What follows belongs to an exercise in optimizing a design on an open flow for small area; a production flow would make more cautious choices.
The RTL was checked by simulation tests, not by an equivalence proof against the original design.
Power figures rest on the tool's default switching activity, not on a simulated workload.

**design/flow/design.v**
```verilog
package apm_pkg;
  localparam int unsigned DataBits   = 32;
  localparam int unsigned RpmBits    = 30;
  localparam int unsigned CfgIdxBits = 2;
  localparam logic [CfgIdxBits-1:0] CfgDebounce    = 2'd0;
  localparam logic [CfgIdxBits-1:0] CfgStopTimeout = 2'd1;
  localparam logic [CfgIdxBits-1:0] CfgSpeedScale  = 2'd2;
  localparam logic OpPulse = 1'b0;
  localparam logic OpPoll  = 1'b1;
  localparam logic [DataBits-1:0] DebounceReset = 32'd40000;
  localparam logic [DataBits-1:0] StopReset     = 32'd3000000;
  localparam logic [DataBits-1:0] ScaleReset    = 32'd558584000;
  localparam logic [DataBits-1:0] RpmQ4Num = 32'd960000000;
  localparam int unsigned     MphNumBits = 18;
  localparam int unsigned     MphDenBits = 17;
  localparam logic [MphNumBits-1:0] MphNum = 18'd223694;
  localparam logic [MphDenBits-1:0] MphDen = 17'd100000;
  localparam int unsigned     ProdBits     = DataBits + MphNumBits;
  localparam int unsigned     MphDigitBits = 4;
  localparam int unsigned     MphSteps     = (ProdBits + MphDigitBits - 1) / MphDigitBits;
  localparam int unsigned     MphQuotBits  = MphSteps * MphDigitBits;
  localparam int unsigned DivSteps = DataBits;
  localparam int unsigned CntBits  = $clog2(DivSteps);
  localparam int unsigned QueueDepth     = 2;
  localparam int unsigned QueuePtrBits   = $clog2(QueueDepth);
  localparam int unsigned QueueCountBits = $clog2(QueueDepth + 1);
  typedef struct packed {
    logic                operation;
    logic [DataBits-1:0] now_us;
  } in_word_t;
  typedef struct packed {
    logic                pulse_accepted;
    logic [DataBits-1:0] revolutions;
    logic [DataBits-1:0] period_us;
    logic [RpmBits-1:0]  rpm_q4;
    logic [DataBits-1:0] speed_mm_per_s;
    logic [DataBits-1:0] speed_milli_mph;
  } out_word_t;
  typedef struct packed {
    logic                pulse_accepted;
    logic [DataBits-1:0] revolutions;
    logic [DataBits-1:0] period_us;
  } job_t;
endpackage
module anemometer_period_speed_meter_top (
  input  logic                           clk_i,
  input  logic                           rst_ni,
  input  logic                           in_valid_i,
  output logic                           in_ready_o,
  input  apm_pkg::in_word_t              in_word_i,
  output logic                           out_valid_o,
  input  logic                           out_ready_i,
  output apm_pkg::out_word_t             out_word_o,
  input  logic                           cfg_we_i,
  input  logic [apm_pkg::CfgIdxBits-1:0] cfg_index_i,
  input  logic [apm_pkg::DataBits-1:0]   cfg_data_i
);
  localparam logic [2:0] PIdle = 3'd0;
  localparam logic [2:0] PRpm  = 3'd1;
  localparam logic [2:0] PMms  = 3'd2;
  localparam logic [2:0] PMul  = 3'd3;
  localparam logic [2:0] PMph  = 3'd4;
  localparam logic [2:0] POut  = 3'd5;
  localparam logic [31:0] RpmNum = 32'd960000000;
  localparam logic [31:0] MulK   = 32'd111847;
  localparam logic [16:0] MulD   = 17'd50000;
  logic [31:0] deb_q, stop_q, scale_q;
  logic [31:0] last_q, period_q, count_q;
  logic        pulse_q;
  logic [2:0]  ph_q;
  logic [4:0]  cnt_q;
  logic [61:0] u_q;     
  logic [31:0] r_q;     
  logic [16:0] x_q;     
  logic        sat_q;
  always_ff @(posedge clk_i or negedge rst_ni) begin
    if (!rst_ni) begin
      deb_q   <= apm_pkg::DebounceReset;
      stop_q  <= apm_pkg::StopReset;
      scale_q <= apm_pkg::ScaleReset;
    end else if (cfg_we_i) begin
      case (cfg_index_i)
        apm_pkg::CfgDebounce:    deb_q   <= cfg_data_i;
        apm_pkg::CfgStopTimeout: stop_q  <= cfg_data_i;
        apm_pkg::CfgSpeedScale:  scale_q <= cfg_data_i;
        default: ;
      endcase
    end
  end
  logic [31:0] now, elapsed;
  logic        accept, last_nz, counted, timeout;
  assign now        = in_word_i.now_us;
  assign in_ready_o = ph_q == PIdle;
  assign accept     = in_valid_i & in_ready_o;
  assign elapsed    = now - last_q;
  assign last_nz    = |last_q;
  assign counted    = (in_word_i.operation == apm_pkg::OpPulse) && (elapsed >= deb_q);
  assign timeout    = (in_word_i.operation == apm_pkg::OpPoll) && last_nz && (elapsed > stop_q);
  always_ff @(posedge clk_i or negedge rst_ni) begin
    if (!rst_ni) begin
      last_q   <= '0;
      period_q <= '0;
      count_q  <= '0;
    end else if (accept) begin
      if (counted) begin
        last_q  <= now;
        count_q <= count_q + 1'b1;
        if (last_nz) period_q <= elapsed;
      end else if (timeout) begin
        period_q <= '0;
      end
    end
  end
  always_ff @(posedge clk_i) begin
    if (accept) pulse_q <= counted;
  end
  logic        div, mul, mph, last_it, per_zero;
  logic        dbit, tin, ge, ge2, sat_now, q2;
  logic [32:0] a, b;
  logic [33:0] s;
  logic [16:0] t2;
  assign div      = (ph_q == PRpm) | (ph_q == PMms);
  assign mul      = ph_q == PMul;
  assign mph      = ph_q == PMph;
  assign last_it  = cnt_q == '0;
  assign per_zero = ~|period_q;
  assign dbit    = (ph_q == PRpm) ? RpmNum[cnt_q] : scale_q[cnt_q];
  assign t2      = {x_q[15:0], r_q[31]};
  assign ge2     = t2 >= MulD;
  assign sat_now = x_q >= MulD;
  assign q2      = ge2 | sat_q | sat_now;
  assign tin     = div ? dbit : (mph & q2);
  assign a  = {r_q, tin};
  assign b  = div ? {1'b1, ~period_q} : {1'b0, (MulK[cnt_q] ? u_q[31:0] : 32'd0)};
  assign s  = {1'b0, a} + {1'b0, b} + {33'd0, div};
  assign ge = s[33] & ~per_zero;
  always_ff @(posedge clk_i) begin
    if (accept) begin
      r_q <= '0;
    end else if (div) begin
      r_q <= last_it ? '0 : (ge ? s[31:0] : a[31:0]);
    end else if (mul) begin
      r_q <= s[31:0];
    end else if (mph) begin
      r_q <= a[31:0];
    end
  end
  always_ff @(posedge clk_i) begin
    if (div) u_q <= {u_q[60:0], ge};
  end
  always_ff @(posedge clk_i) begin
    if (mul)      x_q <= {x_q[15:0], s[32]} + {15'd0, s[33], 1'b0};
    else if (mph) x_q <= ge2 ? t2 - MulD : t2;
    else          x_q <= '0;
    sat_q <= mph & (sat_q | sat_now);
  end
  always_ff @(posedge clk_i or negedge rst_ni) begin
    if (!rst_ni) begin
      ph_q <= PIdle;
    end else begin
      case (ph_q)
        PIdle:   if (in_valid_i) ph_q <= PRpm;
        PRpm:    if (last_it) ph_q <= PMms;
        PMms:    if (last_it) ph_q <= PMul;
        PMul:    if (last_it) ph_q <= PMph;
        PMph:    if (last_it) ph_q <= POut;
        POut:    if (out_ready_i) ph_q <= PIdle;
        default: ph_q <= PIdle;
      endcase
    end
  end
  always_ff @(posedge clk_i) begin
    case (ph_q)
      PIdle:   cnt_q <= 5'd29;
      PRpm:    cnt_q <= last_it ? 5'd31 : cnt_q - 1'b1;
      PMms:    cnt_q <= last_it ? 5'd16 : cnt_q - 1'b1;
      PMul:    cnt_q <= last_it ? 5'd31 : cnt_q - 1'b1;
      default: cnt_q <= cnt_q - 1'b1;
    endcase
  end
  assign out_valid_o = ph_q == POut;
  assign out_word_o  = {pulse_q, count_q, period_q, u_q, r_q};
endmodule
```
**design/flow/run.sh**
```bash
#!/bin/bash
# synth_recipe.tcl (not shown) runs the flow's synth.tcl, then flattens the netlist and writes it again
# the make line also repeats each setting of config.mk as NAME=value (left out here)
make -C /OpenROAD-flow-scripts/flow DESIGN_CONFIG=/design/flow/config.mk WORK_HOME=/design/flow/orfs CLKGATE_MAP_FILE= SYNTH_SCRIPT=/design/flow/synth_recipe.tcl finish
```
**design/flow/config.mk**
```make
export PLATFORM = sky130hd
export DESIGN_NAME = anemometer_period_speed_meter_top
export DESIGN_NICKNAME = anemometer_period_speed_meter_top
export VERILOG_FILES = /design/flow/design.v
export SDC_FILE = /design/flow/constraint.sdc
export NUM_CORES = 4
export LEC_CHECK = 0
export CAP_MARGIN = 20
export CORE_MARGIN = 2
export CORE_UTILIZATION = 40
export SLEW_MARGIN = 20
```
**design/flow/constraint.sdc**
```tcl
create_clock -name core_clock -period 9.0 [get_ports {clk_i}]
set_input_delay 1.8000 -clock core_clock [delete_from_list [all_inputs] [get_ports {clk_i}]]
set_output_delay 1.8000 -clock core_clock [all_outputs]
set_load 0.01 [all_outputs]
```
==> run notes <==
worst max-delay path by stage:
stage / start / slack [ns] / cells past startpoint / to
floorplan: ph_q[0]$_DFFE_PN0P_ / 2.84 / 25 / x_q[14]$_DFF_P_
global placement: in_word_i[0] / 1.55 / 20 / last_q[1]$_DFFE_PN0P_
detailed placement: in_word_i[0] / 1.45 / 20 / last_q[4]$_DFFE_PN0P_
CTS: in_word_i[0] / 2.02 / 20 / last_q[4]$_DFFE_PN0P_
global route: in_word_i[0] / 1.48 / 24 / last_q[4]$_DFFE_PN0P_
finish: in_word_i[0] / 2.02 / 20 / last_q[4]$_DFFE_PN0P_
cell usage after synthesis (55+ instances only):
cell,number,area [um2]
a21o_1,63,473
a21oi_1,112,561
clkbuf_1,64,240
dfrtp_1,170,4250
dfxtp_1,55,1100
edfxtp_1,63,1890
ha_1,137,1710
inv_1,133,499
mux2_2,79,890
nand2_1,191,717
nor2_1,100,375
o21ai_0,188,941
logic make-up after synthesis:
logic type / synth area share [%]
AO/OA/AOI/OAI: 19.2
XOR/XNOR: 4.38
adder cells (fa/ha/maj): 9.55
buffers and inverters: 4.75
flip-flops: 42.5
multiplexers: 6.20
AND/OR/NAND/NOR: 13.4
registers in the layout, indices dropped and copies added (netlist names):
| name | flops |
|---|---|
| cnt_q | 5 |
| count_q | 32 |
| deb_q | 32 |
| last_q | 32 |
| period_q | 32 |
| ph_q | 3 |
| pulse_q | 1 |
| r_q | 32 |
| sat_q | 1 |
| scale_q | 32 |
| stop_q | 32 |
| u_q | 62 |
| x_q | 17 |
power by group:
group	switching, W	internal [W]
Sequential	0.000441	0.00190
Combinational	0.00289	0.00231
Clock	0.000635	0.00103
Total	0.00397	0.00524
through the flow:
stage	power (W)	setup slack [ns]	util, %	cells
6_report	0.00921	2.02	50.0	2772
5_1_grt	0.00992	1.48	50.0	2772
4_1_cts	0.00922	2.02	50.0	2772
3_5_place_dp	0.00750	1.45	47.0	2702
3_3_place_gp	0.00739	1.55	47.0	2702
2_1_floorplan	0.00582	2.84	-	1941
layer usage:
metal,track usage (%),vias to the layer above,share of wire (%)
met2,38.9,508,48
met1,30.4,7592,43
met5,0,-,0.036
met4,7.12,4,2.9
met3,4.10,100,5.9
li1,-,7438,-
worst max-delay path, cell delays in order:
cell	delay [ns]
clkdlybuf4s50_1	0.45
inv_1	0.09
ha_1	0.23
inv_1	0.07
fa_1	0.22
a21oi_1	0.10
nand4b_1	0.20
and3_1	0.23
o41a_2	0.52
o21ai_2	0.25
nor2b_4	0.24
o221ai_1	0.15
xnor2_1	0.20
ha_1	0.33
nand4_1	0.10
or3_1	0.42
o32ai_2	0.57
and2_2	0.71
buf_4	0.38
o21ai_0	0.12
area by class of cell:
type                       count  area [um2]
inverter                     134         503
timing repair buffer         250        2460
sequential                   313        7900
clock inverter                13         236
fill                        4221       22800
tap                          600         751
multi-input combinational   1405        9810
clock buffer                  57        1110
==> metrics.cfg <==
[die]
io_pins = 233
start_util_pct = 40.8
fp.dieW_um = 220
design.core.area_mm2 = 0.0456
rows = 78
dieArea_mm2 = 0.0482
die_y_um = 220

[logic_synthesis]
synth_edf_count = 63
synth_area_mm2 = 0.0186
ys_seq_elements = 313
synth_fp_nets = 2153
syn_area_per_cell_um2 = 9.57
async_reset_ff_share_pct = 62.3
synth_cell_types = 91
synth-seq-area-share_pct = 42.5
synth.yosys.warnings = 1
synth_flop_cell = dfrtp_1
synthCells = 1941

[drt]
wire_per_inst_um = 20.1
via_per_inst = 5.64
drtPass1Iterations = 5
vias = 15600
ant_nets = 0
drc = 0
drtIter0Drc = 1086
wirelength_mm = 55.8

[clock_tree]
clock_latency_ns = 0.57
cts_buffer_depth = 3
hold_buffers = 0
clk_pin_slew_ns = 0.06
postCtsSetupBuffers = 0
clock_sinks = 313
cts_resized = 0
clock-root-buffer = clkbuf_16
cts_max_level = 2
cts_buffers = 38
cts_tree = built

[placement]
gp_congestion = 0.900
portBuffers = 232
hpwl_mm = 42.0
placedInstanceArea_mm2 = 0.0214

[global_route]
grt_pass1_vias = 15400
grt.total_usage_pct = 23.1
grt_pass1_wl_mm = 86.8
overflow = 0
grt_max_degree = 79
antenna_found_initial = 2

[setup_path]
arrival_ns = 7.42
regToRegEndpoint = x_q[14]$_DFF_P_
cp_max_fo = 42
reg2reg_slack_ns = 2.29
worstPathRequired_ns = 9.44
regToRegStartpoint = cnt_q[0]$_DFF_P_
r2r_cells = 24
cp-end-kind = flop
cp-start-kind = input port
setup.worst_path.class = in -> reg

[sta]
timing.slew.headroom_pct = 32.1
tightest_slew_ns = 1.02
finalSetupTns_ns = 0
fin_crit_ns = 6.98
fin_skew_ns = 0.0182
finalSetupViolations = 0
rsz0062_at_grt = false
holdWs_ns = 0.445
fmax_mhz = 143
min_period_over_period_pct = 77.6
hold_violations = 0
slew_viol_final = 0

[final_layout]
fin_area_mm2 = 0.0228
final_common_cell = clkdlybuf4s50_1
diodes = 0
layout-drive-gt1-share_pct = 10.4
most-common-layout-cells = clkdlybuf4s50_1, nand2_1, o21ai_0, dfrtp_1, ha_1
fin_nets = 2354
area_growth_pct = 22.6

[hold_path]
worstHoldEndpoint = u_q[46]$_DFFE_PP_
hold_class = reg -> reg
worstHoldStart = u_q[45]$_DFFE_PP_
worstHoldPathCells = 0

[run]
drv_cap = 0

[power_and_ir_drop]
p_per_area_mw_per_mm2 = 404
ir_drop_mv = 0.200
cellLeakagePower_nw = 9.79

[status]
status = no timing/DRC/antenna violations

## re-timing with driven ports
No port has a modelled driver above. Below, the same layout with a new extraction and two added sets of constraints. Step 1 (the two cells are an assumption about what drives the block):
set clk [get_ports {clk_i}]
set_driving_cell -lib_cell sky130_fd_sc_hd__clkbuf_16 $clk
set_driving_cell -lib_cell sky130_fd_sc_hd__buf_2 [delete_from_list [all_inputs] $clk]
Step 2 also shifts input and output timing later by t, the mid clock arrival at the registers, as if the neighbouring blocks saw the same clock. a / b / c = ideal ports / drivers / drivers and shift; a / b = the first two.
shift t [ns]: 0.615
setup WS [ns]: 2.018 / 2.047 / 1.433
clock arrival spread, ns: 0.021 / 0.021
pins driven straight from the clock port: 1
After both steps setup and hold are still met in this run. The setup slack of this run moves by +0.029 ns with the drivers and by -0.585 ns with both steps.
